Source: an optimization exercise on an open RTL-to-GDS flow (aim: small area, a short achievable clock period and few clock cycles per item). Production flows keep margins and buffers that such runs may drop. At most, simulation tests tie the RTL to the original design; equivalence was not proved.

Design matmul_engine, start of the top module:
module matmul_engine (
  input  logic                clk,
  input  logic                rst,
  input  logic                start,
  output logic                start_ready,
  input  logic [4:0]          k_len,
  input  logic                in_valid,
  output logic                in_ready,
  input  logic [3:0][7:0]     in_a,
  input  logic [3:0][7:0]     in_b,
  output logic                out_valid,
  input  logic                out_ready,
  output logic [3:0][15:0]    out_row,
  output logic [1:0]          out_ridx,
  output logic                busy,
  output logic                done
);
Size in the first run: roughly 5,600 cells after synthesis, ~1,100 flip-flops, roughly 150 I/O pins.
make LEC_CHECK=0 CAP_MARGIN=20 CORE_MARGIN=2 CORE_UTILIZATION=55 SETUP_SLACK_MARGIN=5 SLEW_MARGIN=20 finish   # period 8.0 ns
run.sh (not shown) runs the stock make flow with config.mk's settings and CLKGATE_MAP_FILE= SYNTH_SCRIPT=/design/flow/synth_recipe.tcl, a recipe that flattens the netlist after the stock synthesis.
Testbench counts at the start, summed over its fixed seeds: cycles 7,224, jobs 768.
Rerun with:
Settings changed: CORE_UTILIZATION 55 to 80, CTS_CLUSTER_DIAMETER from default to 100, CTS_CLUSTER_SIZE from default to 25.
The new run ran to the end with no violations.
Global-route usage is higher by 12 points.
Clock-buffer cell count is lower by 80.
Wire length is higher by 1.4%.
Area after synthesis is unchanged.
Setup slack improved by 45 ps.
Via count is higher by 5.1%.
Flip-flop and latch count stays the same.
Rerun with:
Settings changed: CORE_UTILIZATION 80 to 70, SETUP_SLACK_MARGIN 5 to 4.85.
=> Setup slack degrades by 110 ps; final cell count grows by 2.2%; design area shrinks by about 0.6%; clock-buffer cell count shrinks by 5; fmax shrinks by about 3.4%; wire length shrinks by about 9%; clock skew stays flat.
Rerun with:
Settings changed: SETUP_SLACK_MARGIN 4.85 to 5.
Effect: The changed run ran to the end with no violations. Core utilization climbs by 0.44 points. Count of clock-buffer cells in the layout climbs by 3. Die area stays the same. Cell area climbs by 0.59%. Via count stays flat. Final cell count climbs by 0.50%. Global-route usage stays flat.
Rerun with:
Settings changed: TNS_END_PERCENT from default to 20.
What happened:
- The new run completed without violations
- utilization is lower by 0.31 points
- global-route usage decreases by 0.10 points
- via count is lower by 0.74%

* * *

matmul_engine, a different RTL version from the one above (not shown whole).
Size in the first run: roughly 5500 cells after synthesis, roughly 1100 flip-flops, about 150 I/O pins, roughly 59000 µm² of cells after synthesis.
Settings: LEC_CHECK=0, CAP_MARGIN=20, CORE_MARGIN=2, CORE_UTILIZATION=70, CTS_CLUSTER_DIAMETER=100, CTS_CLUSTER_SIZE=25, PLACE_DENSITY=0.8, SETUP_SLACK_MARGIN=5, SLEW_MARGIN=20; clock period 8.0 ns.
Edit:
PLACE_DENSITY = not set   (was 0.8)
Result: The new run completed without violations. Global-route usage fell by 0.76 points. Final area went down by 0.47%. Setup slack improves by 0.061 ns. Non-clock buffer count decreases by 31. Cell count shrinks by 0.51%.
No run of this note included a check of the RTL's function; only the layout flow was run.

* * *

## the baseline
matmul_engine with an RTL version that a note above also has.
For scale: ~5600 cells after synthesis, about 1100 flip-flops, roughly 60000 sq um of cells after synthesis.
Settings: LEC_CHECK=0, CAP_MARGIN=20, CORE_MARGIN=2, CORE_UTILIZATION=55, CTS_CLUSTER_DIAMETER=100, CTS_CLUSTER_SIZE=30, SETUP_SLACK_MARGIN=5, SLEW_MARGIN=20; clock period 8.0 ns.
Both conditions hold for the baseline: the flow ran to the end and the final layout passed the timing, DRC and antenna checks.
Testbench counts of the baseline, summed over its fixed seeds: cycles 7,224, jobs 768.
Edits applied to the flow inputs when going from the baseline to the candidate:
- PLACE_DENSITY: unset -> 0.65
- CORE_UTILIZATION: 55 -> 70
- CTS_CLUSTER_SIZE: 30 -> 25
==> results.txt <==
Transition at the pin with the smallest max-transition slack, the candidate and the baseline: smaller value in the baseline. In terms of net count of the finished layout, the candidate and the baseline differ only marginally. Compared with the baseline, in the candidate synthesis-to-finish area growth decreased by 0.91 points relative to the old numbers, routed metal-1 wire length decreased by 14% relative to the old numbers. | die area | the candidate vs the baseline | 21% lower |. Compared with the baseline, the candidate shows a higher worst setup slack. The candidate reports a lower overall die width than the baseline does. Of the candidate and the baseline, it is the candidate that has the higher global-route usage. In the candidate, final clock period utilization by the worst path is lower than in the baseline.

==> separate check: timing with driven ports <==
Ports are ideal in the flow. The routed layouts listed here were re-timed in OpenROAD.
Step 1 (the two cells are an assumption about what drives the block):
set clk [get_ports {clk}]
set_driving_cell -lib_cell sky130_fd_sc_hd__clkbuf_16 $clk
set_driving_cell -lib_cell sky130_fd_sc_hd__buf_2 [delete_from_list [all_inputs] $clk]
Step 2 also shifts input and output timing later by t, the mid clock arrival at the registers, as if the neighbouring blocks saw the same clock.
Slacks: ideal / step 1 / step 2; pairs: ideal / step 1.
run | shift t [ns] | setup WS [ns] | clock arrival spread, ns | slew at the worst register clock pin (ns) | worst data-port slew with drivers (ns)
the first run of note 1 | 0.777 | 4.957 / 4.880 / 4.393 | 0.022 / 0.022 | 0.06 / 0.06 | 0.06
the second run of note 1 | 0.716 | 5.002 / 4.931 / 4.400 | 0.032 / 0.032 | 0.11 / 0.11 | 0.05
the third run of note 1 | 0.701 | 4.897 / 4.827 / 4.322 | 0.023 / 0.022 | 0.11 / 0.11 | 0.05
the fourth run of note 1 | 0.708 | 5.022 / 4.949 / 4.396 | 0.022 / 0.022 | 0.10 / 0.10 | 0.07
the fifth run of note 1 | 0.708 | 4.880 / 4.807 / 4.348 | 0.028 / 0.028 | 0.11 / 0.11 | 0.05
the first run of note 2 | 0.706 | 4.926 / 4.926 / 4.476 | 0.023 / 0.023 | 0.11 / 0.11 | 0.05
the second run of note 2 | 0.704 | 4.988 / 4.970 / 4.477 | 0.031 / 0.031 | 0.11 / 0.11 | 0.12
the baseline | 0.750 | 4.964 / 4.886 / 4.415 | 0.043 / 0.044 | 0.12 / 0.12 | 0.06
the candidate | 0.708 | 5.022 / 4.949 / 4.396 | 0.022 / 0.022 | 0.10 / 0.10 | 0.07
After both steps setup and hold are still met in every run listed.
